What follows belongs to an exercise in optimizing a design on an open flow for small area, a short achievable clock period and few clock cycles; a production flow would make more cautious choices.
At most, simulation tests tie the RTL to the original design; equivalence was not proved.
Only the layout flow was run in runs 1 to 4 and 7; the RTL was not checked for function there.
Power figures rest on the tool's default switching activity, not on a simulated workload.

$ cat design.v
module transpose_pingpong #(
  parameter  int VALUE_WIDTH     = 17,
  parameter  int N               = 8,
  localparam int AXIS_DATA_WIDTH = 8 * ((VALUE_WIDTH - 1) / 8 + 1)
) (
  input  logic                       i_clk,
  input  logic                       i_aresetn,
  input  logic                       i_axis_TVALID,
  output logic                       o_axis_TREADY,
  input  logic [AXIS_DATA_WIDTH-1:0] i_axis_TDATA,
  input  logic                       i_axis_TLAST,
  output logic                       o_axis_TVALID,
  input  logic                       i_axis_TREADY,
  output logic [AXIS_DATA_WIDTH-1:0] o_axis_TDATA,
  output logic                       o_axis_TLAST,
  output logic                       o_tlast_err
);
  localparam int VW    = VALUE_WIDTH;
  localparam int DEPTH = N * N;        
  localparam int AW    = $clog2(DEPTH);
  localparam int D1   = 7;
  localparam int D2   = 14;
  localparam int D3   = 28;
  localparam int TAIL = DEPTH - 3 - D1 - D2 - D3;    
  logic pad_unused;
  assign pad_unused = ^i_axis_TDATA;
  logic [AW-1:0] c1, c2;
  logic          fpar;        
  logic          fp1, fp2;    
  logic          s1, s2, s3;  
  logic [AW-1:0] q1, q2, q3;
  assign q1 = c1 - AW'(1);
  assign q2 = c1 - AW'(D1 + 2);
  assign q3 = c1 - AW'(D1 + D2 + 3);
  logic [VW-1:0] ring_in;
  logic [VW-1:0] p0, p1, p2;
  logic [VW-1:0] b1 [D1];
  logic [VW-1:0] b2 [D2];
  logic [VW-1:0] b3 [D3];
  logic [VW-1:0] tl [TAIL];
  logic [VW-1:0] y1, y2, y3;
  logic [VW-1:0] ring_out;    
  logic [VW-1:0] ring_next;   
  assign y1 = s1 ? p0 : b1[D1-1];
  assign y2 = s2 ? p1 : b2[D2-1];
  assign y3 = s3 ? p2 : b3[D3-1];
  assign ring_out  = tl[TAIL-1];
  assign ring_next = tl[TAIL-2];
  always_ff @(posedge i_clk) begin
    p0    <= ring_in;
    b1[0] <= s1 ? b1[D1-1] : p0;
    for (int i = 1; i < D1; i++) b1[i] <= b1[i-1];
    p1    <= y1;
    b2[0] <= s2 ? b2[D2-1] : p1;
    for (int i = 1; i < D2; i++) b2[i] <= b2[i-1];
    p2    <= y2;
    b3[0] <= s3 ? b3[D3-1] : p2;
    for (int i = 1; i < D3; i++) b3[i] <= b3[i-1];
    tl[0] <= y3;
    for (int i = 1; i < TAIL; i++) tl[i] <= tl[i-1];
  end
  logic [AW-1:0] wp;          
  logic          wpar;        
  logic          have_out;    
  logic [AW-1:0] rp;          
  logic          rpar;        
  logic          ready_q;
  logic          nready_q;    
  logic          accept;
  logic          load;
  logic          w_last;
  logic          r_last;
  logic [VW-1:0] o_value;
  logic          bn_q;        
  logic          eq_next;     
  logic          sink_free;
  logic          a_last;
  logic          x_next;
  logic [3:0]    rdy_case;    
  logic          ready_n;
  logic          bn_n;
  assign ready_q       = !nready_q;
  assign o_axis_TREADY = ready_q;
  assign ring_in   = ready_q ? i_axis_TDATA[VW-1:0] : ring_out;
  assign accept    = i_axis_TVALID && ready_q;
  assign w_last    = &wp;
  assign r_last    = &rp;
  assign sink_free = !o_axis_TVALID || i_axis_TREADY;
  assign a_last    = accept && w_last;
  assign load = (bn_q || a_last) && sink_free;
  assign x_next = have_out && (c2 == rp) && (fp2 == rpar);
  assign bn_n   = load ? !r_last : (x_next && !a_last);
  assign eq_next = (wp == c1);
  always_comb begin
    logic gone;
    logic lt, le, lt1;
    gone = have_out && r_last;
    lt   = (wp < rp);         
    le   = (wp <= rp);        
    lt1  = (wp + 1'b1 < rp);  
    rdy_case[0] = eq_next && (!have_out || lt) &&
                  ((wp == '0) ? (!have_out || (fp1 == rpar)) : (fp1 == wpar));
    rdy_case[1] = eq_next && (!have_out || gone || le) &&
                  ((wp == '0) ? (!have_out || gone || (fp1 == rpar)) : (fp1 == wpar));
    rdy_case[2] = !w_last && (!have_out || lt1);
    rdy_case[3] = w_last || !have_out || gone || lt;
  end
  logic [3:0] rdy_late;       
  always_comb begin
    logic fr0, fr1;           
    fr0 = !o_axis_TVALID;
    fr1 = 1'b1;
    rdy_late[0] = rdy_case[{1'b0, bn_q && fr0}];
    rdy_late[1] = rdy_case[{1'b0, bn_q && fr1}];
    rdy_late[2] = rdy_case[{ready_q, (bn_q || (ready_q && w_last)) && fr0}];
    rdy_late[3] = rdy_case[{ready_q, (bn_q || (ready_q && w_last)) && fr1}];
  end
  assign ready_n = rdy_late[{i_axis_TVALID, i_axis_TREADY}];
  always_ff @(posedge i_clk or negedge i_aresetn) begin
    if (!i_aresetn) begin
      c1          <= AW'(1);
      c2          <= AW'(2);
      fpar        <= 1'b0;
      fp1         <= 1'b0;
      fp2         <= 1'b0;
      s1          <= 1'b0;
      s2          <= 1'b0;
      s3          <= 1'b0;
      wp          <= '0;
      wpar        <= 1'b0;
      rp          <= '0;
      rpar        <= 1'b0;
      have_out    <= 1'b0;
      bn_q        <= 1'b0;
      nready_q    <= 1'b0;
      o_tlast_err <= 1'b0;
    end else begin
      c1          <= c2;
      c2          <= c2 + 1'b1;
      fpar        <= fp1;
      fp1         <= fp2;
      fp2         <= fp2 ^ (&c2);
      s1          <= q1[3] & ~q1[0];
      s2          <= q2[4] & ~q2[1];
      s3          <= q3[5] & ~q3[2];
      bn_q        <= bn_n;
      nready_q    <= !ready_n;
      o_tlast_err <= accept && (i_axis_TLAST != w_last);
      if (accept) begin
        if (wp == '0) wpar <= fpar;
        wp <= wp + 1'b1;
      end
      if (a_last) begin
        have_out <= 1'b1;
        rpar     <= ~wpar;
        rp       <= AW'(load);
      end else if (load) begin
        rp <= rp + 1'b1;
        if (r_last) have_out <= 1'b0;
      end
    end
  end
  always_ff @(posedge i_clk) begin
    if (sink_free) begin
      o_value      <= ring_next;
      o_axis_TLAST <= r_last;
    end
  end
  always_ff @(posedge i_clk or negedge i_aresetn) begin
    if (!i_aresetn) begin
      o_axis_TVALID <= 1'b0;
    end else if (sink_free) begin
      o_axis_TVALID <= load;
    end
  end
  assign o_axis_TDATA = {{(AXIS_DATA_WIDTH - VW){o_value[VW-1]}}, o_value};
endmodule
$ cat constraint.sdc
create_clock -name core_clock -period 4.0 [get_ports {i_clk}]
set_input_delay 0.8000 -clock core_clock [delete_from_list [all_inputs] [get_ports {i_clk}]]
set_output_delay 0.8000 -clock core_clock [all_outputs]
set_load 0.01 [all_outputs]
$ cat flow/run.sh
#!/bin/bash
# Standard layout, but let the resizer change cell footprints (e.g. replace
# the slow delay-cell port buffers) while repairing timing.
set -euo pipefail
bash standard.sh MATCH_CELL_FOOTPRINT=0 finish > standard_flow.log 2>&1
$ cat standard.sh
#!/bin/bash
# synth_recipe.tcl (not shown) runs the flow's synth.tcl, then flattens the netlist and writes it again
# the make line also repeats each setting of config.mk as NAME=value (left out here)
make -C /OpenROAD-flow-scripts/flow DESIGN_CONFIG=/design/flow/config.mk WORK_HOME=/design/flow/orfs CLKGATE_MAP_FILE= SYNTH_SCRIPT=/design/flow/synth_recipe.tcl "${@:-finish}"
$ cat config.mk
export PLATFORM = sky130hd
export DESIGN_NAME = transpose_pingpong
export DESIGN_NICKNAME = transpose_pingpong
export VERILOG_FILES = /design/flow/design.v
export SDC_FILE = /design/flow/constraint.sdc
export NUM_CORES = 4
export LEC_CHECK = 0
export ABC_CLOCK_PERIOD_IN_PS = 2000
export CAP_MARGIN = 20
export CORE_MARGIN = 2
export CORE_UTILIZATION = 60
export CTS_BUF_LIST = sky130_fd_sc_hd__clkbuf_16 sky130_fd_sc_hd__clkbuf_8
export CTS_CLUSTER_DIAMETER = 70
export CTS_CLUSTER_SIZE = 32
export PLACE_DENSITY = 0.75
export SETUP_SLACK_MARGIN = 2.1
export SLEW_MARGIN = 20
==> impl_metrics.yaml, run 1 <==
detailed_routing:
  viasPerCell: 4.51
  routed_wirelength_um: 30400
  routedWlPerCell_um: 14.5
  dr.first_iter.drc_count: 358
  vias: 9469
  ant_nets: 0
  dr.pass1.iters: 4
  drc: 0
synth:
  synth_nets: 1493
  seq_area_frac_synth_pct: 89.9
  yosys.cell_types.count: 45
  yosysWarnings: 5
  synth_seq_cells: 1143
  syn_area_sq_um: 25900
  synthCells: 1447
  avgSynthCellArea_sq_um: 17.9
floorplan:
  rows: 76
  ioPinCount: 57
  die_area_sq_um: 44800
  die_h_um: 212
  initial_core_util_pct: 60.5
  core_sq_um: 42800
  die-width_um: 212
placed_design:
  place_hpwl_um: 16500
  portBuffers: 49
  dpl_cell_area_sq_um: 26900
  routabilityCongestion: 0.788
  post-place-ws_ps: 1170
clocking:
  clock-root-buffer: "clkbuf_16"
  clk_pin_slew_ps: 100
  cts_sinks: 1143
  clockBufferDepth: 3
  numCtsBuffers: 43
  htree_levels: 2
  cts_tree: "yes"
  clk_latency_ps: 580
outcome:
  status: "finished clean"
sta:
  slew_headroom_pct: 58.1
  setup-violations-final: 0
  rsz0062_at_grt: "yes"
  tightestPinTransition_ps: 628
  clock.fmax_mhz: 456
  setup_ws_ps: 1810
  finalCritPeriodShare_pct: 54.8
  tns_ps: 0
  finalHoldViolations: 0
  finalMaxSlewViolations: 0
  finClkSkew_ps: 25.9
  finalCriticalPeriod_ps: 2190
worst_setup_path:
  worstPathMaxFanout: 2
  crit_type: "flip-flop to flip-flop"
  critPathCaptureType: "flip-flop"
  crit_arrival_ps: 2650
  start_kind: "flip-flop"
  cp.required_ps: 4460
power_and_ir_drop:
  p_per_area_nw_per_um2: 635
  ir_worst_vdd_mv: 0.429
  p_clk_share_pct: 29.7
  seqPwrFrac_pct: 66.2
  comb_power_share_pct: 4.1
  power_switching_uw: 3690
  sw_frac_of_total_pct: 20.5
  intPower_uw: 14300
  power_leakage_uw: 0.0116
finish:
  num_antenna_cells: 0
  final_common_cell: "dfxtp_1"
  layout.nets: 1580
  syn2layout_area_growth_pct: 9.71
  mostFrequentLayoutCells: "1088 x dfxtp_1, 120 x mux2_2, 45 x clkbuf_16"
  drive_above_1_share_pct: 16.1
  design_area_sq_um: 28400
grt:
  grt_pass1_vias: 9564
  overflow: 0
  track_usage_pct: 14.0
  grt_pass1_wl_um: 49300
  antenna_found_initial: 0
  grt_max_degree: 38
worst_hold_path:
  hold_class: "flip-flop to flip-flop"
run:
  maxCapViolCount: 0
[stage by stage]
step	power, uW	util (%)	hold WS, ps	instances
6_report	18000	66.3	304	2098
5_1_grt	18700	66.3	311	2098
4_1_cts	18200	66.2	308	2094
3_5_place_dp	12900	63.0	312	2018
3_3_place_gp	12800	63.0	309	2018
2_1_floorplan	12600	-	310	1447
[metal layers]
metal | global-route usage [%] | part of all wire (%) | up-vias
met4 | 4.54 | 2.4 | 0
met2 | 20.9 | 43 | 110
met3 | 3.07 | 3.6 | 57
li1 | - | - | 4753
met5 | 0 | 0 | -
met1 | 20.4 | 51 | 4549
[sequential cells by signal, summed over array words and instances, names as in the netlist, 17 cells and up]
| name | cells |
|---|---|
| b1 | 119 |
| b2 | 238 |
| b3 | 476 |
| o_value | 17 |
| p0 | 17 |
| p1 | 17 |
| p2 | 17 |
| tl | 204 |
[kinds of logic after synthesis]
logic type      synth area share, %
xor+xnor                       1.22
compound gates                0.721
simple gates                   1.31
buf+inv                       0.856
mux                            5.22
flops                          89.9
fa+ha+maj                     0.822
[timing repair]
item,in CTS,in global routing
setup endpoints to repair,54,31
pin swaps,4,2
buffers inserted,13,4
hold buffers,0,0
resized for setup,88,10
[final timing paths]
path / slack (ps) / start / depth (start not counted) / endpoint
max in group asynchronous: 3000 / i_aresetn / 2 / wp[2]$_DFFE_PN0P_
max: 1810 / wp[1]$_DFFE_PN0P_ / 9 / nready_q$_DFF_PN0_
min reg2reg: 300 / b3[16][4]$_DFF_P_ / 0 / b3[17][4]$_DFF_P_
max reg2reg: 1810 / wp[1]$_DFFE_PN0P_ / 9 / nready_q$_DFF_PN0_
min in group asynchronous: 630 / i_aresetn / 2 / wp[4]$_DFFE_PN0P_
min: 300 / b3[16][4]$_DFF_P_ / 0 / b3[17][4]$_DFF_P_
[area by class of cell]
cell class | count | area (sq um)
repair buffers | 72 | 614
fillers | 2799 | 14400
inverters | 15 | 58.8
flip-flops and latches | 1143 | 23300
clock buffers | 48 | 1170
clock inverters | 15 | 145
well taps | 546 | 683
multi-input cells | 259 | 2460
[power by group through the flow]
stage | sequential, uW | clock [uW] | combinational, uW
after global routing | 12000 | 5890 | 814
after CTS | 11900 | 5510 | 714
after detailed placement | 12200 | 0 | 658
after global placement | 12200 | 0 | 634
final | 11900 | 5360 | 733
after floorplan | 12200 | 0 | 409
[synthesized netlist by cell type, drive strengths merged]
library cell,number,area share [%]
o31ai,1,0.029
nand2b,1,0.024
and4,1,0.034
nand2,9,0.13
and2,2,0.048
a41o,1,0.039
nand4,6,0.15
o21ai,5,0.097
nor3,5,0.14
nor2,15,0.25
dfxtp,1088,84
buf,23,0.53
a221o,1,0.039
dfstp,2,0.20
or4,1,0.029
dfrtp,35,3.4
clkbuf,7,0.10
or3,1,0.024
nor2b,3,0.10
ha,17,0.82
a31oi,2,0.048
mux2,120,5.2
and3,5,0.12
xor2,11,0.37
a21oi,6,0.12
a211oi,4,0.14
o31a,1,0.068
inv,15,0.23
nand3,9,0.19
a41oi,1,0.034
nor4,2,0.073
o211ai,1,0.029
a21o,3,0.087
xnor2,25,0.85
edfxtp,18,2.1
[worst max-delay path, cell delays in order (launching register included)]
cell,delay (ps)
dfrtp_2,410
ha_4,160
nand3_4,80
xnor2_2,150
ha_1,310
a21o_1,170
a221o_1,310
a41o_1,230
a211oi_2,180
a211oi_1,70
==> inputs of run 2 (changes only) <==
--- a/design.v
+++ b/design.v
@@ -74,4 +74,5 @@
   logic          bn_q;        
   logic          eq_next;     
+  logic [AW-1:0] dd;          
   logic          sink_free;
   logic          a_last;
@@ -91,15 +92,13 @@
   assign x_next = have_out && (c2 == rp) && (fp2 == rpar);
   assign bn_n   = load ? !r_last : (x_next && !a_last);
-  assign eq_next = (wp == c1);
   always_comb begin
     logic gone;
-    logic lt, le, lt1;
+    logic lt, lt1;
     gone = have_out && r_last;
-    lt   = (wp < rp);         
-    le   = (wp <= rp);        
-    lt1  = (wp + 1'b1 < rp);  
+    lt   = (dd != '0);        
+    lt1  = (dd[AW-1:1] != '0);  
     rdy_case[0] = eq_next && (!have_out || lt) &&
                   ((wp == '0) ? (!have_out || (fp1 == rpar)) : (fp1 == wpar));
-    rdy_case[1] = eq_next && (!have_out || gone || le) &&
+    rdy_case[1] = eq_next &&
                   ((wp == '0) ? (!have_out || gone || (fp1 == rpar)) : (fp1 == wpar));
     rdy_case[2] = !w_last && (!have_out || lt1);
@@ -133,4 +132,6 @@
       have_out    <= 1'b0;
       bn_q        <= 1'b0;
+      eq_next     <= 1'b0;
+      dd          <= '0;
       nready_q    <= 1'b0;
       o_tlast_err <= 1'b0;
@@ -145,4 +146,8 @@
       s3          <= q3[5] & ~q3[2];
       bn_q        <= bn_n;
+      eq_next     <= !accept && (wp == c2);
+      if (a_last)             dd <= AW'(load);
+      else if (load && !accept) dd <= dd + 1'b1;
+      else if (accept && !load) dd <= dd - 1'b1;
       nready_q    <= !ready_n;
       o_tlast_err <= accept && (i_axis_TLAST != w_last);
@@ -167,4 +172,8 @@
     end
   end
+  logic o_sign;
+  always_ff @(posedge i_clk) begin
+    o_sign <= sink_free ? ring_next[VW-1] : o_value[VW-1];
+  end
   always_ff @(posedge i_clk or negedge i_aresetn) begin
     if (!i_aresetn) begin
@@ -174,4 +183,4 @@
     end
   end
-  assign o_axis_TDATA = {{(AXIS_DATA_WIDTH - VW){o_value[VW-1]}}, o_value};
+  assign o_axis_TDATA = {{(AXIS_DATA_WIDTH - VW + 1){o_sign}}, o_value[VW-2:0]};
 endmodule
==> run.sh (new file) <==
#!/bin/bash
# synth_recipe.tcl (not shown) runs the flow's synth.tcl, then flattens the netlist and writes it again
# the make line also repeats each setting of config.mk as NAME=value (left out here)
make -C /OpenROAD-flow-scripts/flow DESIGN_CONFIG=/design/flow/config.mk WORK_HOME=/design/flow/orfs CLKGATE_MAP_FILE= SYNTH_SCRIPT=/design/flow/synth_recipe.tcl finish
--- a/config.mk
+++ b/config.mk
@@ -12,6 +12,6 @@
 export CTS_BUF_LIST = sky130_fd_sc_hd__clkbuf_16 sky130_fd_sc_hd__clkbuf_8
 export CTS_CLUSTER_DIAMETER = 70
-export CTS_CLUSTER_SIZE = 32
+export CTS_CLUSTER_SIZE = 36
 export PLACE_DENSITY = 0.75
-export SETUP_SLACK_MARGIN = 2.1
+export SETUP_SLACK_MARGIN = 2.0
 export SLEW_MARGIN = 20
removed: flow/run.sh
removed: standard.sh
==> run 2 against run 1 <==
Against the previous run: first-iteration DRC count is 55% higher; sequential share of layout area is 0.34 points higher; core utilization fell by 0.17 points; cell count is 2.6% higher; via count up 1.5%; critical path type is now flip-flop to primary output; largest cell class unchanged.
==> impl_metrics.yaml, run 2 <==
sta:
  tns_ps: 0
  finClkSkew_ps: 27.2
  rsz0062_at_grt: "yes"
  finalCriticalPeriod_ps: 2080
  tightestPinTransition_ps: 978
  setup-violations-final: 0
  clock.fmax_mhz: 481
  finalCritPeriodShare_pct: 52.0
  finalHoldViolations: 0
  slew_headroom_pct: 34.8
  finalMaxSlewViolations: 0
grt:
  grt_max_degree: 45
  grt_pass1_vias: 9485
  overflow: 0
  antenna_found_initial: 1
  track_usage_pct: 14.1
  grt_pass1_wl_um: 49700
detailed_routing:
  dr.first_iter.drc_count: 556
  drc: 0
  routedWlPerCell_um: 14.3
  vias: 9607
  dr.pass1.iters: 6
  ant_nets: 0
  viasPerCell: 4.46
  routed_wirelength_um: 30800
worst_setup_path:
  worstPathMaxFanout: 2
  start_kind: "flip-flop"
  critPathCaptureType: "primary output"
  r2r_slack_ps: 1990
  reg2regPathDepth: 10
  crit-reg2reg-capture: "dd[5]$_DFFE_PN0P_"
  r2r-start: "o_axis_TVALID$_DFFE_PN0N_"
  crit_type: "flip-flop to primary output"
  cp.required_ps: 3200
  crit_arrival_ps: 1280
synth:
  synth_area_leader_cell: "dfxtp_1"
  synth_edf_count: 18
  syn_area_sq_um: 26100
  synth_commonest_cells: "1089 x dfxtp_1, 120 x mux2_2, 42 x dfrtp_1, 24 x buf_4, 23 x xnor2_1"
  ys.flop_type: "dfxtp_1"
  postSynth.asyncResetShare_pct: 3.82
  yosys-top-cells-area: "dfxtp_1 83%, mux2_2 5.2%, dfrtp_1 4.0%"
  synth_nets: 1516
  yosys.cell_types.count: 43
  seq_area_frac_synth_pct: 89.7
  synth_seq_cells: 1151
  post-synth-top-area-fraction_pct: 83.4
  synthCells: 1477
  avgSynthCellArea_sq_um: 17.7
  yosysWarnings: 5
  yosysMostFrequentCell: "dfxtp_1"
clocking:
  numCtsBuffers: 40
  clock-root-buffer: "clkbuf_16"
  cts_tree: "yes"
  clk_pin_slew_ps: 110
  clockBufferDepth: 3
  cts_hold_buf: 0
  htree_levels: 2
  cts_sinks: 1151
  clk_latency_ps: 610
floorplan:
  initial_core_util_pct: 60.7
  die_area_sq_um: 45200
  rows: 76
  die_h_um: 213
  die-width_um: 213
  ioPinCount: 57
  core_sq_um: 43100
placed_design:
  routabilityCongestion: 0.780
  portBuffers: 49
  post-place-cells: 2072
  place_hpwl_um: 16600
finish:
  largest_reg_flops: 476
  syn2layout_area_growth_pct: 9.08
  regMostFlops: "b3"
  drive_above_1_share_pct: 16.0
  final_common_cell: "dfxtp_1"
  reg_top3: "b3 (476), b2 (238), tl (204)"
  layout.nets: 1587
  layout.cells.non_filler: 2152
  num_antenna_cells: 0
  mostFrequentLayoutCells: "1088 x dfxtp_1, 120 x mux2_2, 41 x clkbuf_16"
run:
  maxCapViolCount: 0
worst_hold_path:
  hold_class: "flip-flop to flip-flop"
  whs_endpoint: "b2[7][2]$_DFF_P_"
  hold_depth: 0
  hp-start: "b2[6][2]$_DFF_P_"
power_and_ir_drop:
  ir_worst_vdd_mv: 0.389
  p_per_area_nw_per_um2: 633
  power_leakage_uw: 0.0116
outcome:
  status: "finished clean"
## run 2: cell count changes after synthesis, moves of 3 or more
| cell | previous run | this run |
|---|---|---|
| buf_4 | 8 | 24 |
| nand2_1 | 9 | 18 |
| o21ai_0 | 5 | 14 |
| ha_1 | 17 | 9 |
| dfrtp_1 | 35 | 42 |
| a22o_1 | 0 | 5 |
| buf_2 | 10 | 5 |
| and3_1 | 5 | 2 |
## run 2: what timing repair did
action	CTS	global route
hold endpoints to repair	0	0
setup endpoints to repair	36	24
setup buffers	11	7
cloned	1	0
pin swaps	6	10
gates resized for setup	132	13
## run 2: routing by layer
metal | vias to the layer above | GRT usage [%] | share of wire (%)
met5 | - | 0 | 0.042
met4 | 2 | 4.44 | 2.3
met3 | 52 | 3.31 | 3.9
met2 | 142 | 21.1 | 43
met1 | 4606 | 20.6 | 51
li1 | 4805 | - | -
## run 2: cell families (layout without fill, tap and decap cells)
group,Yosys count,in the layout,share of synthesized area (%)
buf+inv,60,150,1.24
fa+ha+maj,10,10,0.508
compound gates,39,39,0.953
xor+xnor,36,36,1.21
mux,120,120,5.17
flops,1151,1151,89.7
simple gates,61,61,1.19
## run 2: worst max-delay path by stage
stage | from | end | slack (ps) | cells past startpoint
2_1_floorplan | i_axis_TREADY | dd[4]$_DFFE_PN0P_ | 1690 | 11
3_3_place_gp | i_axis_TREADY | dd[5]$_DFFE_PN0P_ | 1020 | 11
3_5_place_dp | i_axis_TREADY | dd[5]$_DFFE_PN0P_ | 930 | 11
4_1_cts | nready_q$_DFF_PN0_ | o_axis_TREADY | 1880 | 3
5_1_grt | nready_q$_DFF_PN0_ | o_axis_TREADY | 1870 | 3
6_report | nready_q$_DFF_PN0_ | o_axis_TREADY | 1920 | 3
## run 2: cell type report
class	count	area (sq um)
well taps	585	732
repair inverters	1	8.76
repair buffers	73	571
clock buffers	41	1030
multi-input cells	266	2450
clock inverters	20	184
flip-flops and latches	1151	23500
inverters	15	77.6
fillers	2833	14600
## run 2: where the power goes
part | switching, uW | internal, uW | leakage [uW]
logic | 398 | 427 | 0.00145
registers | 207 | 11800 | 0.00952
clock network | 3200 | 1960 | 0.000623
total | 3800 | 14200 | 0.0116
## run 2: per-stage QoR
stage | cell area [sq um] | setup slack, ps | power, uW | hold WS (ps) | utilization (%)
5_1_grt | 28500 | 1870 | 18700 | 303 | 66.2
2_1_floorplan | 26200 | 1690 | 12900 | 310 | -
6_report | 28500 | 1920 | 18000 | 308 | 66.2
3_5_place_dp | 27200 | 929 | 13100 | 312 | 63.1
3_3_place_gp | 27200 | 1020 | 13000 | 310 | 63.1
4_1_cts | 28400 | 1880 | 18100 | 309 | 65.9
## run 2: worst max-delay path, cell delays in order (launching register included)
cell and delay [ps]:
dfrtp_1 420, buf_12 150, clkinv_4 40, buf_6 90
==> inputs of run 3 (changes only) <==
--- a/design.v
+++ b/design.v
@@ -67,4 +67,5 @@
   logic          ready_q;
   logic          nready_q;    
+  logic          ready_o;     
   logic          accept;
   logic          load;
@@ -82,5 +83,5 @@
   logic          bn_n;
   assign ready_q       = !nready_q;
-  assign o_axis_TREADY = ready_q;
+  assign o_axis_TREADY = ready_o;
   assign ring_in   = ready_q ? i_axis_TDATA[VW-1:0] : ring_out;
   assign accept    = i_axis_TVALID && ready_q;
@@ -116,4 +117,15 @@
   end
   assign ready_n = rdy_late[{i_axis_TVALID, i_axis_TREADY}];
+  logic [AW-1:0] dd_inc, dd_dec, dd_n;
+  assign dd_inc = dd + 1'b1;
+  assign dd_dec = dd - 1'b1;
+  always_comb begin
+    case ({accept, load})
+      2'b01:   dd_n = dd_inc;
+      2'b10:   dd_n = w_last ? '0 : dd_dec;
+      2'b11:   dd_n = w_last ? AW'(1) : dd;
+      default: dd_n = dd;
+    endcase
+  end
   always_ff @(posedge i_clk or negedge i_aresetn) begin
     if (!i_aresetn) begin
@@ -135,4 +147,5 @@
       dd          <= '0;
       nready_q    <= 1'b0;
+      ready_o     <= 1'b1;
       o_tlast_err <= 1'b0;
     end else begin
@@ -147,8 +160,7 @@
       bn_q        <= bn_n;
       eq_next     <= !accept && (wp == c2);
-      if (a_last)             dd <= AW'(load);
-      else if (load && !accept) dd <= dd + 1'b1;
-      else if (accept && !load) dd <= dd - 1'b1;
+      dd          <= dd_n;
       nready_q    <= !ready_n;
+      ready_o     <= ready_n;
       o_tlast_err <= accept && (i_axis_TLAST != w_last);
       if (accept) begin
==> run 3 against run 2 <==
Against the previous run: still clean on timing, DRC and antenna; flip-flop and latch count rose by 1; combinational power fell by 54%; power fell by 2.1%; clock skew rose by 0.62 ps; clock power rose by 3%; global-route usage rose by 0.12 points; first-iteration DRC count rose by 3.6%; die area rose by 0.28%; setup slack improved by 47 ps; cell count fell by 0.33%; non-clock buffer count fell by 12; largest cell class unchanged.
==> impl_metrics.yaml, run 3 <==
sta:
  clock.fmax_mhz: 492
  finalHoldViolations: 0
  slew_headroom_pct: 35.8
  finClkSkew_ps: 27.8
  holdWs_ps: 309
  tightestPinTransition_ps: 963
  tns_ps: 0
  rsz0062_at_grt: "yes"
  setup-violations-final: 0
  finalCritPeriodShare_pct: 50.8
  finalMaxSlewViolations: 0
  setup_ws_ps: 1970
  finalCriticalPeriod_ps: 2030
worst_setup_path:
  critPathCaptureType: "primary output"
  slowest_stage: "dfstp_2"
  crit_type: "flip-flop to primary output"
  cpPeakStageDelay_ps: 550
  critPathBufInv: 1
  worstPathCellList: "buf_6"
  start_kind: "flip-flop"
  cp.required_ps: 3200
  worstPathMaxFanout: 1
  crit_family: "flip-flops"
  crit_arrival_ps: 1230
finish:
  largest_reg_flops: 476
  regMostFlops: "b3"
  mostFrequentLayoutCells: "1088 x dfxtp_1, 120 x mux2_2, 41 x dfrtp_1, 41 x clkbuf_16, 27 x buf_2"
  n_fill_cell: 2780
  layout.nets: 1578
  multi_input_area_sq_um: 2410
  seqCellArea_sq_um: 23500
  num_antenna_cells: 0
  syn2layout_area_growth_pct: 8.31
  reg_top3: "b3 (476), b2 (238), tl (204)"
  design_area_sq_um: 28400
  layout.cells.non_filler: 2145
  drive_above_1_share_pct: 14.7
  final_common_cell: "dfxtp_1"
grt:
  grt_pass1_wl_um: 50500
  grt_pass1_vias: 9720
  overflow: 0
  grt_max_degree: 46
  track_usage_pct: 14.2
  antenna_found_initial: 0
synth:
  synth_commonest_cells: "1089 x dfxtp_1, 120 x mux2_2, 42 x dfrtp_1, 26 x buf_4, 20 x nand2_1"
  yosysWarnings: 5
  postSynth.asyncResetShare_pct: 3.91
  synth_edf_count: 18
  synth_nets: 1520
  yosys-top-cells-area: "dfxtp_1 83%, mux2_2 5.2%, dfrtp_1 4.0%"
  post-synth-top-area-fraction_pct: 83.2
  syn_area_sq_um: 26200
  ys.flop_type: "dfxtp_1"
  yosysMostFrequentCell: "dfxtp_1"
  yosys.cell_types.count: 50
  synth_seq_cells: 1152
  avgSynthCellArea_sq_um: 17.7
  seq_area_frac_synth_pct: 89.6
  synth_area_leader_cell: "dfxtp_1"
  synthCells: 1484
clocking:
  clk_latency_ps: 600
  cts_hold_buf: 0
  numCtsBuffers: 40
  clockBufferDepth: 3
  cts_sinks: 1152
  htree_levels: 2
  cts_tree: "yes"
  clock-root-buffer: "clkbuf_16"
  clk_pin_slew_ps: 120
placed_design:
  post-place-cells: 2076
  portBuffers: 49
  routabilityCongestion: 0.794
  dpl_cell_area_sq_um: 27200
  post-place-ws_ps: 1160
  place_hpwl_um: 16900
floorplan:
  ioPinCount: 57
  die_h_um: 213
  initial_core_util_pct: 60.8
  die-width_um: 213
  core_sq_um: 43100
  die_area_sq_um: 45400
  rows: 76
detailed_routing:
  routedWlPerCell_um: 14.6
  viasPerCell: 4.47
  vias: 9579
  drc: 0
  dr.first_iter.drc_count: 576
  ant_nets: 0
  routed_wirelength_um: 31200
  dr.pass1.iters: 4
run:
  maxCapViolCount: 0
power_and_ir_drop:
  ir_worst_vdd_mv: 0.427
  power_leakage_uw: 0.0115
  p_per_area_nw_per_um2: 622
worst_hold_path:
  hold_class: "flip-flop to flip-flop"
outcome:
  status: "finished clean"
[run 3: changes by cell type after synthesis, sizes merged, moves of 4 or more]
cell / delta
nand3: +4
a31oi: +5
inv: -4
nor2: +5
xnor2: -6
nand2: +4
a22o: -5
clkbuf: -7
buf: +8
o21ai: -5
[run 3: metrics by stage]
step / util [%] / total power, uW
after detailed placement: 63.0 / 12600
after CTS: 65.7 / 17800
after global routing: 65.9 / 18200
after global placement: 63.0 / 12600
final: 65.9 / 17700
after floorplan: - / 12400
[run 3: metal layers]
| layer | part of all wire, % | up-vias | global-route usage (%) |
|---|---|---|---|
| li1 | - | 4811 | - |
| met1 | 51 | 4569 | 20.4 |
| met2 | 43 | 137 | 21.5 |
| met3 | 3.9 | 62 | 3.12 |
| met4 | 2.6 | 0 | 4.90 |
| met5 | 0 | - | 0 |
[run 3: cell families after synthesis]
group | count (synthesis) | synth area share, %
AND/OR/NAND/NOR | 82 | 1.71
adder cells (fa/ha/maj) | 7 | 0.334
flip-flops | 1152 | 89.6
buffers and inverters | 57 | 1.30
AO/OA/AOI/OAI | 34 | 0.855
XOR/XNOR | 32 | 1.07
multiplexers | 120 | 5.16
[run 3: area by class of cell]
| class | instances | area share, % |
|---|---|---|
| clock buffer | 43 | 3.71 |
| inverter | 11 | 0.172 |
| clock inverter | 17 | 0.736 |
| sequential | 1152 | 82.7 |
| timing repair inverter | 1 | 0.0220 |
| timing repair buffer | 61 | 1.58 |
| tap | 585 | 2.58 |
| multi-input combinational | 275 | 8.48 |
[run 3: worst register-to-register path, cell delays in order (launching register included)]
cell	delay, ps
dfrtp_1	890
buf_4	480
mux2_2	400
[run 3: worst paths after layout]
| check | cells past startpoint | start | endpoint | slack, ps |
|---|---|---|---|---|
| min in group asynchronous | 1 | i_aresetn | o_tlast_err$_DFF_PN0_ | 350 |
| hold / removal | 0 | b3[20][2]$_DFF_P_ | b3[21][2]$_DFF_P_ | 310 |
| max in group asynchronous | 1 | i_aresetn | nready_q$_DFF_PN0_ | 2980 |
| hold reg to reg | 0 | b3[20][2]$_DFF_P_ | b3[21][2]$_DFF_P_ | 310 |
| setup / recovery | 1 | ready_o$_DFF_PN1_ | o_axis_TREADY | 1970 |
| setup reg to reg | 2 | s3$_DFF_PN0_ | tl[0][6]$_DFF_P_ | 2120 |
[run 3: timing repair]
action                                  in CTS  in global routing
gates resized for setup                    119                  4
hold endpoints to repair                     0                  0
setup buffers                                1                  7
gates cloned                                 1                  0
pin swaps                                    0                  1
endpoints found under the setup margin      49                 13
[run 3: report_power, final]
part	leakage, uW	internal, uW	switching, uW	total [uW]
Sequential	0.00955	11800	177	12000
Clock	0.000642	2120	3210	5320
Combinational	0.00135	185	191	376
==> inputs of run 4 (changes only) <==
==> config.mk (replaced) <==
export PLATFORM = sky130hd
export DESIGN_NAME = transpose_pingpong
export DESIGN_NICKNAME = transpose_pingpong
export VERILOG_FILES = /design/flow/design.v
export SDC_FILE = /design/flow/constraint.sdc
export NUM_CORES = 4
export LEC_CHECK = 0
export ABC_CLOCK_PERIOD_IN_PS = 1800
export CAP_MARGIN = 20
export CORE_MARGIN = 2
export CORE_UTILIZATION = 55
export CTS_BUF_LIST = sky130_fd_sc_hd__clkbuf_16 sky130_fd_sc_hd__clkbuf_8
export CTS_CLUSTER_DIAMETER = 70
export CTS_CLUSTER_SIZE = 34
export PLACE_DENSITY = 0.7
export SETUP_SLACK_MARGIN = 2.2
export SLEW_MARGIN = 20
==> run 4 against run 3 <==
Against the previous run: still clean on timing, DRC and antenna; register-to-register slack better by 160 ps; clock skew down 3.8 ps; cell count up 1.5%; combinational power up 12%; clock power about the same; non-clock buffer count up 11; global-route usage down 1.5 points; fmax up 0.15%; first-iteration DRC count down 5.4%; power up 0.32%; critical path type unchanged.
==> impl_metrics.yaml, run 4 <==
sta:
  finalMaxSlewViolations: 0
  finalCritPeriodShare_pct: 50.7
  setup-violations-final: 0
  tns_ps: 0
  setup_ws_ps: 1970
  finalCriticalPeriod_ps: 2030
  finClkSkew_ps: 24.0
  rsz0062_at_grt: "yes"
  slew_headroom_pct: 60.8
  holdWs_ps: 189
  tightestPinTransition_ps: 588
  finalHoldViolations: 0
  clock.fmax_mhz: 493
grt:
  grt_max_degree: 46
  grt_pass1_vias: 9723
  track_usage_pct: 12.7
  antenna_found_initial: 0
  overflow: 0
  grt_pass1_wl_um: 50500
synth:
  avgSynthCellArea_sq_um: 17.7
  synth_area_leader_cell: "dfxtp_1"
  yosysWarnings: 5
  yosys.cell_types.count: 50
  post-synth-top-area-fraction_pct: 83.2
  synthMuxAreaShare_pct: 5.16
  synth_edf_count: 18
  synth_simple_gate_area_share_pct: 1.71
  yosysMostFrequentCell: "dfxtp_1"
  synth_nets: 1520
  synth-compound-area-share_pct: 0.855
  synthCells: 1484
  syn_area_sq_um: 26200
  synthXorXnorAreaFrac_pct: 1.07
  synth_commonest_cells: "1089 x dfxtp_1, 120 x mux2_2, 42 x dfrtp_1, 26 x buf_4, 20 x nand2_1"
  synth_top_family_by_area: "multiplexers"
  seq_area_frac_synth_pct: 89.6
  synth_seq_cells: 1152
  synth-adder-area-share_pct: 0.334
  ys.flop_type: "dfxtp_1"
  postSynth.asyncResetShare_pct: 3.91
  yosys-top-cells-area: "dfxtp_1 83%, mux2_2 5.2%, dfrtp_1 4.0%"
placed_design:
  portBuffers: 49
  post-place-ws_ps: 1300
  routabilityCongestion: 0.770
  dpl_cell_area_sq_um: 27200
  place_hpwl_um: 16700
floorplan:
  ioPinCount: 57
  die-width_um: 222
  initial_core_util_pct: 56.0
  core_sq_um: 46800
  rows: 79
  die_h_um: 222
  die_area_sq_um: 49400
worst_setup_path:
  critPathBufInv: 1
  crit_arrival_ps: 1230
  critPathCaptureType: "primary output"
  start_kind: "flip-flop"
  crit_family: "flip-flops"
  crit_type: "flip-flop to primary output"
  worstPathCellList: "buf_2"
  slowest_stage: "edfxtp_1"
  cp.required_ps: 3200
  worstPathMaxFanout: 1
  cpPeakStageDelay_ps: 460
finish:
  regMostFlops: "b3"
  final_util_pct: 61.2
  final_common_cell: "dfxtp_1"
  layout.nets: 1591
  drive_above_1_share_pct: 15.9
  design_area_sq_um: 28600
  syn2layout_area_growth_pct: 9.12
  num_antenna_cells: 0
  largest_reg_flops: 476
  mostFrequentLayoutCells: "1088 x dfxtp_1, 120 x mux2_2, 45 x clkbuf_16"
  reg_top3: "b3 (476), b2 (238), tl (204)"
worst_hold_path:
  hold_class: "primary input to asynchronous set/reset pin"
clocking:
  clk_pin_slew_ps: 120
  cts_tree: "yes"
  clockBufferDepth: 3
  numCtsBuffers: 42
  clk_latency_ps: 600
  htree_levels: 2
  clock-root-buffer: "clkbuf_16"
  cts_sinks: 1152
  cts_hold_buf: 0
outcome:
  status: "finished clean"
detailed_routing:
  dr.first_iter.drc_count: 545
  viasPerCell: 4.43
  routedWlPerCell_um: 14.0
  dr.pass1.iters: 5
  routed_wirelength_um: 30500
  ant_nets: 0
  drc: 0
  vias: 9650
power_and_ir_drop:
  p_per_area_nw_per_um2: 620
  ir_worst_vdd_mv: 0.436
  power_leakage_uw: 0.0116
run:
  maxCapViolCount: 0
run 4: layout make-up:
type	instances	area, sq um
timing repair inverter	1	6.26
sequential	1152	23500
inverter	11	48.8
multi-input combinational	275	2430
tap	607	759
clock buffer	47	1150
timing repair buffer	72	583
fill	3321	18200
clock inverter	13	138
run 4: per-layer routing:
metal	routed length (um)	GRT usage, %
met1	15800	18.5
met2	12800	18.9
met3	1130	2.91
met4	845	4.23
met5	0	0
run 4: stage by stage:
stage / total power (uW) / cells
3_5_place_dp: 12600 / 2099
5_1_grt: 18400 / 2178
4_1_cts: 17900 / 2165
3_3_place_gp: 12600 / 2099
6_report: 17700 / 2178
2_1_floorplan: 12500 / 1484
run 4: repair_timing:
| item | CTS | global route |
|---|---|---|
| setup buffers | 5 | 13 |
| cloned | 1 | 0 |
| pin swaps | 0 | 4 |
| gates resized for setup | 121 | 14 |
| hold endpoints to repair | 0 | 0 |
| setup endpoints to repair | 73 | 37 |
run 4: logic make-up (layout without fill, tap and decap cells):
family                   after synthesis  in the layout
XOR/XNOR                              32             32
multiplexers                         120            120
AND/OR/NAND/NOR                       82             82
AO/OA/AOI/OAI                         34             34
adder cells (fa/ha/maj)                7              7
flip-flops                          1152           1152
buffers and inverters                 57            144
run 4: path summary, 6_finish.rpt:
kind                                        from                 end  slack (ps)  depth (start not counted)
min in group core_clock       b3[16][15]$_DFF_P_  b3[17][15]$_DFF_P_         320                          0
min                                    i_aresetn  nready_q$_DFF_PN0_         190                          1
max                        o_value[15]$_DFFE_PN_    o_axis_TDATA[15]        1970                          1
max in group asynchronous              i_aresetn        s3$_DFF_PN0_        3400                          1
min reg2reg                   b3[16][15]$_DFF_P_  b3[17][15]$_DFF_P_         320                          0
max reg2reg                    rp[1]$_DFFE_PN0P_   ready_o$_DFF_PN1_        2280                          6
run 4: power breakdown:
group          internal [uW]  total (uW)  switching, uW
combinational            215         420            205
sequential             11800       12000            173
clock                   2150        5340           3190
==> inputs of run 5 (changes only) <==
--- a/design.v
+++ b/design.v
@@ -66,6 +66,4 @@
   logic          rpar;        
   logic          ready_q;
-  logic          nready_q;    
-  logic          ready_o;     
   logic          accept;
   logic          load;
@@ -82,6 +80,5 @@
   logic          ready_n;
   logic          bn_n;
-  assign ready_q       = !nready_q;
-  assign o_axis_TREADY = ready_o;
+  assign o_axis_TREADY = ready_q;
   assign ring_in   = ready_q ? i_axis_TDATA[VW-1:0] : ring_out;
   assign accept    = i_axis_TVALID && ready_q;
@@ -130,7 +127,7 @@
   always_ff @(posedge i_clk or negedge i_aresetn) begin
     if (!i_aresetn) begin
-      c1          <= AW'(1);
-      c2          <= AW'(2);
-      fpar        <= 1'b0;
+      c1          <= AW'(0);
+      c2          <= AW'(1);
+      fpar        <= 1'b1;
       fp1         <= 1'b0;
       fp2         <= 1'b0;
@@ -144,8 +141,7 @@
       have_out    <= 1'b0;
       bn_q        <= 1'b0;
-      eq_next     <= 1'b0;
+      eq_next     <= 1'b1;
       dd          <= '0;
-      nready_q    <= 1'b0;
-      ready_o     <= 1'b1;
+      ready_q     <= 1'b0;
       o_tlast_err <= 1'b0;
     end else begin
@@ -161,6 +157,5 @@
       eq_next     <= !accept && (wp == c2);
       dd          <= dd_n;
-      nready_q    <= !ready_n;
-      ready_o     <= ready_n;
+      ready_q     <= ready_n;
       o_tlast_err <= accept && (i_axis_TLAST != w_last);
       if (accept) begin
@@ -184,7 +179,8 @@
     end
   end
-  logic o_sign;
+  logic o_sign_a, o_sign_b;
   always_ff @(posedge i_clk) begin
-    o_sign <= sink_free ? ring_next[VW-1] : o_value[VW-1];
+    o_sign_a <= sink_free ? ring_next[VW-1] : o_value[VW-1];
+    o_sign_b <= sink_free ? ring_next[VW-1] : o_sign_a;
   end
   always_ff @(posedge i_clk or negedge i_aresetn) begin
@@ -195,4 +191,4 @@
     end
   end
-  assign o_axis_TDATA = {{(AXIS_DATA_WIDTH - VW + 1){o_sign}}, o_value[VW-2:0]};
+  assign o_axis_TDATA = {{(AXIS_DATA_WIDTH - VW - 3){o_sign_b}}, {4{o_sign_a}}, o_value[VW-2:0]};
 endmodule
==> config.mk (replaced) <==
export PLATFORM = sky130hd
export DESIGN_NAME = transpose_pingpong
export DESIGN_NICKNAME = transpose_pingpong
export VERILOG_FILES = /design/flow/design.v
export SDC_FILE = /design/flow/constraint.sdc
export NUM_CORES = 4
export LEC_CHECK = 0
export ABC_CLOCK_PERIOD_IN_PS = 2000
export CAP_MARGIN = 20
export CORE_MARGIN = 2
export CORE_UTILIZATION = 60
export CTS_BUF_LIST = sky130_fd_sc_hd__clkbuf_16 sky130_fd_sc_hd__clkbuf_8
export CTS_CLUSTER_DIAMETER = 70
export CTS_CLUSTER_SIZE = 36
export PLACE_DENSITY = 0.75
export SETUP_SLACK_MARGIN = 2.3
export SLEW_MARGIN = 20
==> run 5 against run 4 <==
Against the previous run: power fell by 3.9%; largest cell class unchanged; critical path depth rose by 1; critical path type unchanged; die area fell by 8.2%.
==> impl_metrics.yaml, run 5 <==
outcome:
  status: "finished clean"
synth:
  synth_edf_count: 18
  synth_seq_cells: 1152
  yosys-top-cells-area: "dfxtp_1 83%, mux2_2 5.2%, dfrtp_1 3.9%"
  ys.flop_type: "dfxtp_1"
  post-synth-top-area-fraction_pct: 83.3
  avgSynthCellArea_sq_um: 17.6
  syn_area_sq_um: 26200
  synthCells: 1488
  yosysWarnings: 5
  yosysMostFrequentCell: "dfxtp_1"
  synth_nets: 1524
  postSynth.asyncResetShare_pct: 3.82
  seq_area_frac_synth_pct: 89.6
  synth_area_leader_cell: "dfxtp_1"
  synth_commonest_cells: "1090 x dfxtp_1, 120 x mux2_2, 41 x dfrtp_1, 31 x nand2_1, 27 x buf_4"
  yosys.cell_types.count: 48
sta:
  finalCritPeriodShare_pct: 51.2
  tns_ps: 0
  finClkSkew_ps: 21.3
  slew_headroom_pct: 61.9
  finalCriticalPeriod_ps: 2050
  finalMaxSlewViolations: 0
  finalHoldViolations: 0
  tightestPinTransition_ps: 571
  clock.fmax_mhz: 488
  setup-violations-final: 0
  rsz0062_at_grt: "yes"
power_and_ir_drop:
  power_switching_uw: 3340
  power_leakage_uw: 0.0117
  p_per_area_nw_per_um2: 593
  ir_worst_vdd_mv: 0.390
  p_clk_share_pct: 30.3
  intPower_uw: 13700
  totalPowerFinal_uw: 17000
  comb_power_share_pct: 1.1
  seqPwrFrac_pct: 68.5
  sw_frac_of_total_pct: 19.6
placed_design:
  place_hpwl_um: 16500
  portBuffers: 49
  post-place-cells: 2080
  routabilityCongestion: 0.771
detailed_routing:
  routedWlPerCell_um: 13.9
  routed_wirelength_um: 30200
  vias: 9649
  viasPerCell: 4.45
  ant_nets: 0
  dr.first_iter.drc_count: 525
  drc: 0
  dr.pass1.iters: 4
clocking:
  htree_levels: 2
  clockBufferDepth: 3
  numCtsBuffers: 40
  clk_pin_slew_ps: 120
  clk_latency_ps: 590
  cts_tree: "yes"
  cts_sinks: 1152
  clock-root-buffer: "clkbuf_16"
  cts_hold_buf: 0
grt:
  overflow: 0
  grt_max_degree: 45
  track_usage_pct: 13.5
  antenna_found_initial: 0
  grt_pass1_vias: 9514
  grt_pass1_wl_um: 48600
worst_setup_path:
  worstPathCellList: "buf_12 > buf_6"
  crit-reg2reg-capture: "dd[5]$_DFFE_PN0P_"
  slowest_stage: "dfrtp_2"
  crit_arrival_ps: 1250
  worstPathMaxFanout: 2
  cpPeakStageDelay_ps: 440
  critPathBufInv: 2
  crit_type: "flip-flop to primary output"
  reg2regPathDepth: 7
  critPathCaptureType: "primary output"
  r2r_slack_ps: 2360
  start_kind: "flip-flop"
  crit_family: "flip-flops"
  cp.required_ps: 3200
  r2r-start: "o_axis_TVALID$_DFFE_PN0N_"
finish:
  reg_top3: "b3 (476), b2 (238), tl (204)"
  mostFrequentLayoutCells: "1088 x dfxtp_1, 120 x mux2_2, 41 x clkbuf_16"
  num_antenna_cells: 0
  largest_reg_flops: 476
  drive_above_1_share_pct: 16.9
  syn2layout_area_growth_pct: 9.49
  final_common_cell: "dfxtp_1"
  layout.cells.non_filler: 2168
  regMostFlops: "b3"
  layout.nets: 1600
worst_hold_path:
  hold_class: "primary input to asynchronous set/reset pin"
floorplan:
  ioPinCount: 57
  initial_core_util_pct: 60.8
  rows: 76
  die_h_um: 213
  die_area_sq_um: 45400
  core_sq_um: 43100
  die-width_um: 213
run:
  maxCapViolCount: 0
run 5: cell count changes after synthesis, sizes merged, moves of 3 or more:
cell	before	now
nand3	13	9
nand2	22	31
o21ai	9	12
or3	5	1
a31oi	5	2
run 5: worst max-delay path by stage:
stage	startpoint	endpoint	slack [ps]	cells past startpoint
global route	ready_q$_DFF_PN0_	o_axis_TREADY	1910	2
detailed placement	i_axis_TREADY	ready_q$_DFF_PN0_	1050	8
global placement	i_axis_TREADY	ready_q$_DFF_PN0_	1180	8
floorplan	i_axis_TREADY	dd[5]$_DFFE_PN0P_	2090	7
CTS	ready_q$_DFF_PN0_	o_axis_TREADY	1920	2
finish	ready_q$_DFF_PN0_	o_axis_TREADY	1950	2
run 5: power groups by stage:
stage          logic (uW)  registers [uW]  clock network, uW
2_1_floorplan         110           11900                  0
3_3_place_gp          149           11900                  0
3_5_place_dp          158           11900                  0
4_1_cts               167           11700               5310
5_1_grt               211           11700               5670
6_report              191           11700               5160
run 5: repair_timing:
| action | 4_1_cts | 5_1_grt |
|---|---|---|
| setup buffers | 10 | 17 |
| pin swaps | 3 | 8 |
| endpoints found under the setup margin | 95 | 40 |
| gates resized for setup | 146 | 29 |
run 5: logic make-up after synthesis:
| group | synth area share [%] |
|---|---|
| flip-flops | 89.6 |
| multiplexers | 5.16 |
| AND/OR/NAND/NOR | 1.57 |
| buffers and inverters | 1.28 |
| AO/OA/AOI/OAI | 0.989 |
| XOR/XNOR | 1.10 |
| adder cells (fa/ha/maj) | 0.334 |
run 5: area by class of cell:
type | count | area (sq um)
sequential | 1152 | 23500
timing repair buffer | 81 | 687
clock inverter | 19 | 173
multi-input combinational | 278 | 2520
fill | 2822 | 14400
clock buffer | 42 | 1040
tap | 585 | 732
inverter | 11 | 46.3
run 5: stage by stage:
stage               setup WS (ps)  hold WS (ps)  util, %  instance area [sq um]
floorplan                    2090           310        -                  26200
global placement             1180           310     63.1                  27200
detailed placement           1050           312     63.1                  27200
CTS                          1920           325     66.0                  28400
global route                 1910           207     66.6                  28700
finish                       1950           190     66.6                  28700
run 5: layer usage:
metal	track usage [%]	part of all wire, %	vias to the layer above
met5	0	0	-
met2	20.1	42	139
li1	-	-	4867
met3	2.27	3.7	52
met1	20.0	51	4591
met4	5.06	2.6	0
Testbench counts of run 5, summed over its fixed seeds: cycles 16,904.
==> inputs of run 6 (changes only) <==
--- a/config.mk
+++ b/config.mk
@@ -14,4 +14,4 @@
 export CTS_CLUSTER_SIZE = 36
 export PLACE_DENSITY = 0.75
-export SETUP_SLACK_MARGIN = 2.3
+export SETUP_SLACK_MARGIN = 2.0
 export SLEW_MARGIN = 20
==> run 6 against run 5 <==
Against the previous run: non-clock buffer count shrank 24; via count shrank 1.0%; worst hold slack got worse by 3.9 ps; setup slack better by 29 ps; clock skew increased by 15 ps; die area unchanged; flip-flop and latch count unchanged; power about the same; largest power group unchanged; highest routed layer unchanged.
==> impl_metrics.yaml, run 6 <==
grt:
  use_met1_pct: 20.7
  overflow: 0
  grt_pass1_wl_um: 49500
  met2_usage_pct: 20.8
  grt_pass1_vias: 9500
  grt_max_degree: 45
  met3_usage_pct: 2.96
  antenna_found_initial: 0
  grt.busiest_layer: "met2"
  track_usage_pct: 14.0
clocking:
  clock-root-buffer: "clkbuf_16"
  numCtsBuffers: 40
  clockBufferDepth: 3
  clk_latency_ps: 590
  cts_tree: "yes"
  clk_pin_slew_ps: 120
  cts_sinks: 1152
  htree_levels: 2
  cts_hold_buf: 0
floorplan:
  die_h_um: 213
  die-width_um: 213
  ioPinCount: 57
  die_area_sq_um: 45400
  initial_core_util_pct: 60.8
  core_sq_um: 43100
  rows: 76
worst_setup_path:
  r2r-start: "ready_q$_DFF_PN0_"
  worstPathMaxFanout: 2
  crit_type: "flip-flop to primary output"
  crit_end: "o_axis_TREADY"
  crit_arrival_ps: 1220
  cp.required_ps: 3200
  critPathBufInv: 1
  critPathLaunch: "ready_q$_DFF_PN0_"
  crit_family: "flip-flops"
  cpPeakStageDelay_ps: 500
  r2r_slack_ps: 2130
  crit-reg2reg-capture: "dd[1]$_DFFE_PN0P_"
  critPathCaptureType: "primary output"
  reg2regPathDepth: 6
  worstPathCellList: "clkbuf_2"
  crit_cells: 1
  start_kind: "flip-flop"
  slowest_stage: "dfrtp_4"
synth:
  yosys-top-cells-area: "dfxtp_1 83%, mux2_2 5.2%, dfrtp_1 3.9%"
  avgSynthCellArea_sq_um: 17.6
  seq_area_frac_synth_pct: 89.6
  synth_edf_count: 18
  yosysWarnings: 5
  synth_commonest_cells: "1090 x dfxtp_1, 120 x mux2_2, 41 x dfrtp_1, 31 x nand2_1, 27 x buf_4"
  yosys.cell_types.count: 48
  syn_area_sq_um: 26200
  ys.flop_type: "dfxtp_1"
  synthCells: 1488
  synth_area_leader_cell: "dfxtp_1"
  yosysMostFrequentCell: "dfxtp_1"
  post-synth-top-area-fraction_pct: 83.3
  synth_nets: 1524
  postSynth.asyncResetShare_pct: 3.82
  synth_seq_cells: 1152
power_and_ir_drop:
  p_clk_share_pct: 30.6
  totalPowerFinal_uw: 17000
  power_switching_uw: 3330
  ir_worst_vdd_mv: 0.436
  p_per_area_nw_per_um2: 601
  seqPwrFrac_pct: 68.5
  intPower_uw: 13700
  sw_frac_of_total_pct: 19.6
  comb_power_share_pct: 1.0
  power_leakage_uw: 0.0116
sta:
  tns_ps: 0
  holdWs_ps: 186
  finClkSkew_ps: 35.9
  clock.fmax_mhz: 495
  finalCriticalPeriod_ps: 2020
  rsz0062_at_grt: "yes"
  slew_headroom_pct: 42.1
  finalMaxSlewViolations: 0
  finalHoldViolations: 0
  finalCritPeriodShare_pct: 50.5
  setup-violations-final: 0
  setup_ws_ps: 1980
  tightestPinTransition_ps: 869
finish:
  num_antenna_cells: 0
  layout.nets: 1576
  drive_above_1_share_pct: 14.5
  largest_reg_flops: 476
  reg_top3: "b3 (476), b2 (238), tl (204)"
  mostFrequentLayoutCells: "1088 x dfxtp_1, 120 x mux2_2, 41 x clkbuf_16"
  final_common_cell: "dfxtp_1"
  regMostFlops: "b3"
  syn2layout_area_growth_pct: 8.07
placed_design:
  post-place-ws_ps: 1260
  portBuffers: 49
  routabilityCongestion: 0.808
  place_hpwl_um: 16700
detailed_routing:
  drc: 0
  viasPerCell: 4.46
  ant_nets: 0
  dr.pass1.iters: 4
  vias: 9552
  routed_wirelength_um: 30700
  routedWlPerCell_um: 14.3
  dr.first_iter.drc_count: 607
run:
  maxCapViolCount: 0
worst_hold_path:
  hold_class: "primary input to asynchronous set/reset pin"
outcome:
  status: "finished clean"
run 6: layer usage:
metal | vias to the layer above | share of wire, % | routed length (um)
met5 | - | 0 | 0
met4 | 0 | 2.2 | 671
met3 | 47 | 3.8 | 1180
met2 | 118 | 43 | 13100
met1 | 4572 | 51 | 15700
li1 | 4815 | - | -
run 6: timing repair:
item,CTS,global route
gates resized for setup,115,13
setup buffers,3,0
gates cloned,0,0
pin swaps,0,1
endpoints found under the setup margin,42,19
run 6: cells by family after synthesis:
group,count (synthesis),synth area share [%]
compound gates,36,0.989
xor+xnor,33,1.10
fa+ha+maj,7,0.334
buf+inv,58,1.28
flops,1152,89.6
mux,120,5.16
simple gates,82,1.57
run 6: power by group through the flow:
stage / Clock [uW] / Sequential [uW] / Combinational (uW)
5_1_grt: 5720 / 11700 / 183
6_report: 5200 / 11700 / 165
3_3_place_gp: 0 / 11900 / 149
4_1_cts: 5340 / 11700 / 164
3_5_place_dp: 0 / 11900 / 158
2_1_floorplan: 0 / 11900 / 110
run 6: area by class of cell:
type | instances | area, sq um
Multi-Input combinational cell | 278 | 2410
Sequential cell | 1152 | 23500
Fill cell | 2883 | 14800
Clock buffer | 44 | 1070
Clock inverter | 15 | 148
Inverter | 11 | 41.3
Timing Repair Buffer | 57 | 437
Tap cell | 585 | 732
run 6: how the worst min path moves through the flow:
stage                       from            endpoint
2_1_floorplan   b1[0][0]$_DFF_P_    b1[1][0]$_DFF_P_
3_3_place_gp   tl[4][13]$_DFF_P_   tl[5][13]$_DFF_P_
3_5_place_dp   b3[9][15]$_DFF_P_  b3[10][15]$_DFF_P_
4_1_cts        b3[12][4]$_DFF_P_   b3[13][4]$_DFF_P_
5_1_grt                i_aresetn   dd[1]$_DFFE_PN0P_
6_report               i_aresetn   dd[1]$_DFFE_PN0P_
run 6: through the flow:
| step | std cells | util, % | cell area (sq um) |
|---|---|---|---|
| global route | 2142 | 65.7 | 28300 |
| finish | 2142 | 65.7 | 28300 |
| floorplan | 1488 | - | 26200 |
| global placement | 2080 | 63.1 | 27200 |
| CTS | 2142 | 65.7 | 28300 |
| detailed placement | 2080 | 63.1 | 27200 |
==> inputs of run 7 (changes only) <==
--- a/design.v
+++ b/design.v
@@ -28,4 +28,6 @@
   logic          fpar;        
   logic          fp1, fp2;    
+  assign c2  = c1 + 1'b1;
+  assign fp2 = fp1 ^ (&c1);
   logic          s1, s2, s3;  
   logic [AW-1:0] q1, q2, q3;
@@ -33,4 +35,9 @@
   assign q2 = c1 - AW'(D1 + 2);
   assign q3 = c1 - AW'(D1 + D2 + 3);
+  always_ff @(posedge i_clk) begin
+    s1 <= q1[3] & ~q1[0];
+    s2 <= q2[4] & ~q2[1];
+    s3 <= q3[5] & ~q3[2];
+  end
   logic [VW-1:0] ring_in;
   logic [VW-1:0] p0, p1, p2;
@@ -128,11 +135,6 @@
     if (!i_aresetn) begin
       c1          <= AW'(0);
-      c2          <= AW'(1);
       fpar        <= 1'b1;
       fp1         <= 1'b0;
-      fp2         <= 1'b0;
-      s1          <= 1'b0;
-      s2          <= 1'b0;
-      s3          <= 1'b0;
       wp          <= '0;
       wpar        <= 1'b0;
@@ -147,11 +149,6 @@
     end else begin
       c1          <= c2;
-      c2          <= c2 + 1'b1;
       fpar        <= fp1;
       fp1         <= fp2;
-      fp2         <= fp2 ^ (&c2);
-      s1          <= q1[3] & ~q1[0];
-      s2          <= q2[4] & ~q2[1];
-      s3          <= q3[5] & ~q3[2];
       bn_q        <= bn_n;
       eq_next     <= !accept && (wp == c2);
--- a/config.mk
+++ b/config.mk
@@ -12,5 +12,5 @@
 export CTS_BUF_LIST = sky130_fd_sc_hd__clkbuf_16 sky130_fd_sc_hd__clkbuf_8
 export CTS_CLUSTER_DIAMETER = 70
-export CTS_CLUSTER_SIZE = 36
+export CTS_CLUSTER_SIZE = 34
 export PLACE_DENSITY = 0.75
 export SETUP_SLACK_MARGIN = 2.0
==> run 7 against run 6 <==
Against the previous run: non-clock buffer count rose by 3; synthesized area fell by 0.62%; final area fell by 0.32%; highest routed layer unchanged.
==> impl_metrics.yaml, run 7 <==
synth:
  postSynth.asyncResetShare_pct: 2.97
  post-synth-top-area-fraction_pct: 84.0
  ys.flop_type: "dfxtp_1"
  syn_area_sq_um: 26000
  yosys.cell_types.count: 51
  synth_seq_cells: 1145
  synthCells: 1494
  synth_edf_count: 18
  synth_nets: 1531
  avgSynthCellArea_sq_um: 17.4
  yosysWarnings: 5
  yosys-top-cells-area: "dfxtp_1 84%, mux2_2 5.2%, dfrtp_1 3.1%"
  yosysMostFrequentCell: "dfxtp_1"
  synth_area_leader_cell: "dfxtp_1"
  synth_commonest_cells: "1093 x dfxtp_1, 120 x mux2_2, 32 x dfrtp_1, 24 x buf_4, 24 x nand2_1"
  seq_area_frac_synth_pct: 89.4
finish:
  regMostFlops: "b3"
  syn2layout_area_growth_pct: 8.39
  layout.nets: 1585
  layout.cells.non_filler: 2152
  final_common_cell: "dfxtp_1"
  design_area_sq_um: 28200
  largest_reg_flops: 476
  num_antenna_cells: 0
  drive_above_1_share_pct: 14.6
  mostFrequentLayoutCells: "1088 x dfxtp_1, 120 x mux2_2, 43 x clkbuf_16"
  reg_top3: "b3 (476), b2 (238), tl (204)"
grt:
  grt_pass1_wl_um: 49500
  grt_max_degree: 36
  track_usage_pct: 14.0
  overflow: 0
  antenna_found_initial: 0
  grt_pass1_vias: 9541
placed_design:
  routabilityCongestion: 0.777
  post-place-cells: 2084
  portBuffers: 49
  dpl_cell_area_sq_um: 27000
  place_hpwl_um: 16600
worst_setup_path:
  cpPeakStageDelay_ps: 490
  r2r_slack_ps: 2090
  critPathLaunch: "ready_q$_DFF_PN0_"
  reg2regPathDepth: 6
  crit_arrival_ps: 1300
  slowest_stage: "dfrtp_4"
  cp.required_ps: 3200
  worstPathCellList: "clkdlybuf4s15_1"
  crit-reg2reg-capture: "bn_q$_DFF_PN0_"
  worstPathMaxFanout: 2
  start_kind: "flip-flop"
  critPathCaptureType: "primary output"
  r2r-start: "ready_q$_DFF_PN0_"
  crit_family: "flip-flops"
  crit_type: "flip-flop to primary output"
  critPathBufInv: 1
detailed_routing:
  dr.first_iter.drc_count: 617
  dr.pass1.iters: 4
  drc: 0
  ant_nets: 0
  vias: 9582
  routed_wirelength_um: 30400
  viasPerCell: 4.45
  routedWlPerCell_um: 14.1
power_and_ir_drop:
  totalPowerFinal_uw: 18700
  power_leakage_uw: 0.0116
  p_per_area_nw_per_um2: 663
  ir_worst_vdd_mv: 0.429
worst_hold_path:
  hold_depth: 0
  hp-start: "tl[8][1]$_DFF_P_"
  whs_endpoint: "tl[9][1]$_DFF_P_"
  hold_class: "flip-flop to flip-flop"
clocking:
  htree_levels: 2
  clk_latency_ps: 610
  clockBufferDepth: 3
  clock-root-buffer: "clkbuf_16"
  clk_pin_slew_ps: 110
  cts_sinks: 1145
  numCtsBuffers: 41
  cts_hold_buf: 0
  cts_tree: "yes"
floorplan:
  rows: 76
  die_area_sq_um: 45100
  ioPinCount: 57
  core_sq_um: 43000
  initial_core_util_pct: 60.6
  die-width_um: 212
  die_h_um: 212
sta:
  finClkSkew_ps: 21.8
  rsz0062_at_grt: "yes"
  clock.fmax_mhz: 475
  setup-violations-final: 0
  tightestPinTransition_ps: 1050
  finalHoldViolations: 0
  finalCritPeriodShare_pct: 52.6
  slew_headroom_pct: 30.2
  finalMaxSlewViolations: 0
  tns_ps: 0
  finalCriticalPeriod_ps: 2100
outcome:
  status: "finished clean"
run:
  maxCapViolCount: 0
[run 7: cell count changes after synthesis, sizes merged, moves of 3 or more]
cell / delta
clkbuf: +9
a21oi: +4
dfrtp: -9
nand2: -7
nor2: +4
buf: -7
dfxtp: +3
inv: +4
xnor2: -4
[run 7: repair_timing]
item	in CTS	in global routing
buffers inserted	1	5
pin swaps	0	1
setup endpoints to repair	40	14
gates resized for setup	120	10
[run 7: worst max path at each step]
stage / slack [ps] / depth (start not counted) / end
6_report: 1900 / 1 / o_axis_TREADY
5_1_grt: 1840 / 1 / o_axis_TREADY
4_1_cts: 1810 / 1 / o_axis_TREADY
3_5_place_dp: 1060 / 7 / rp[5]$_DFFE_PN0P_
3_3_place_gp: 1130 / 7 / rp[5]$_DFFE_PN0P_
2_1_floorplan: 2020 / 7 / dd[5]$_DFFE_PN0P_
[run 7: per-layer routing]
| layer | wire length [um] | global-route usage [%] |
|---|---|---|
| met1 | 15700 | 20.7 |
| met2 | 12700 | 20.6 |
| met3 | 1280 | 3.23 |
| met4 | 671 | 4.56 |
| met5 | 0 | 0 |
[run 7: area by class of cell]
type / count / area, sq um
flip-flops and latches: 1145 / 23300
fillers: 2873 / 14800
multi-input cells: 285 / 2470
clock buffers: 44 / 1090
well taps: 585 / 732
repair buffers: 60 / 438
clock inverters: 18 / 143
inverters: 15 / 63.8
[run 7: metrics by stage]
| step | utilization (%) | setup slack, ps | hold WS [ps] |
|---|---|---|---|
| floorplan | - | 2020 | 310 |
| global placement | 62.9 | 1130 | 310 |
| detailed placement | 62.9 | 1060 | 312 |
| CTS | 65.5 | 1810 | 327 |
| global route | 65.7 | 1840 | 322 |
| finish | 65.7 | 1900 | 323 |
[run 7: power breakdown]
| part | internal [uW] | switching, uW | leakage, uW |
|---|---|---|---|
| Clock | 2050 | 3190 | 0.000647 |
| Sequential | 12600 | 395 | 0.00958 |
| Combinational | 238 | 214 | 0.00134 |
| Total | 14900 | 3800 | 0.0116 |
[run 7: cells by family (layout without fill, tap and decap cells)]
family / after synthesis / after routing / synth area share, %
AOI/OAI and AO/OA: 45 / 45 / 1.13
xor gates and xnor gates: 31 / 31 / 1.04
adders and majority gates: 8 / 8 / 0.384
buffers and inverters: 64 / 137 / 1.31
DFF: 1145 / 1145 / 89.4
muxes: 122 / 122 / 5.27
and+or+nand+nor: 79 / 79 / 1.48

==> what the ideal ports hide <==
How much do the figures lean on ideal ports? The routed layouts below were timed once more, with nothing changed but the port constraints.
Step 1 sets driving cells, clkbuf_16 on the clock port and buf_2 on the other inputs (assumed; they add their load-dependent delay and slew).
Step 2 adds t to the input delays and takes it off the output delays; t is the mean of the earliest and latest rising clock arrival at the registers after step 1. Input paths then give back, and output paths get back, about the clock's delay inside the block.
a / b / c = no drivers / after step 1 / after step 2; a / b = the first two.
run	shift t [ns]	setup WS [ns]	worst setup path after step 2	slew at the worst register clock pin (ns)	cell pins on the clock port's net
run 1	0.632	1.808 / 1.808 / 1.401	input to register	0.11 / 0.11	1
run 2	0.639	1.922 / 1.865 / 1.415	input to register	0.12 / 0.12	1
run 3	0.637	1.969 / 1.916 / 1.461	input to register	0.12 / 0.12	1
run 4	0.640	1.972 / 1.916 / 1.638	input to register	0.12 / 0.12	1
run 5	0.635	1.951 / 1.897 / 1.675	input to register	0.12 / 0.12	1
run 6	0.631	1.980 / 1.926 / 1.511	input to register	0.12 / 0.12	1
run 7	0.649	1.896 / 1.840 / 1.448	input to register	0.12 / 0.12	1
After both steps setup and hold are still met in every run listed. For run 3, which loses most, drivers alone change the setup slack by -0.053 ns; drivers and shift together by -0.508 ns.
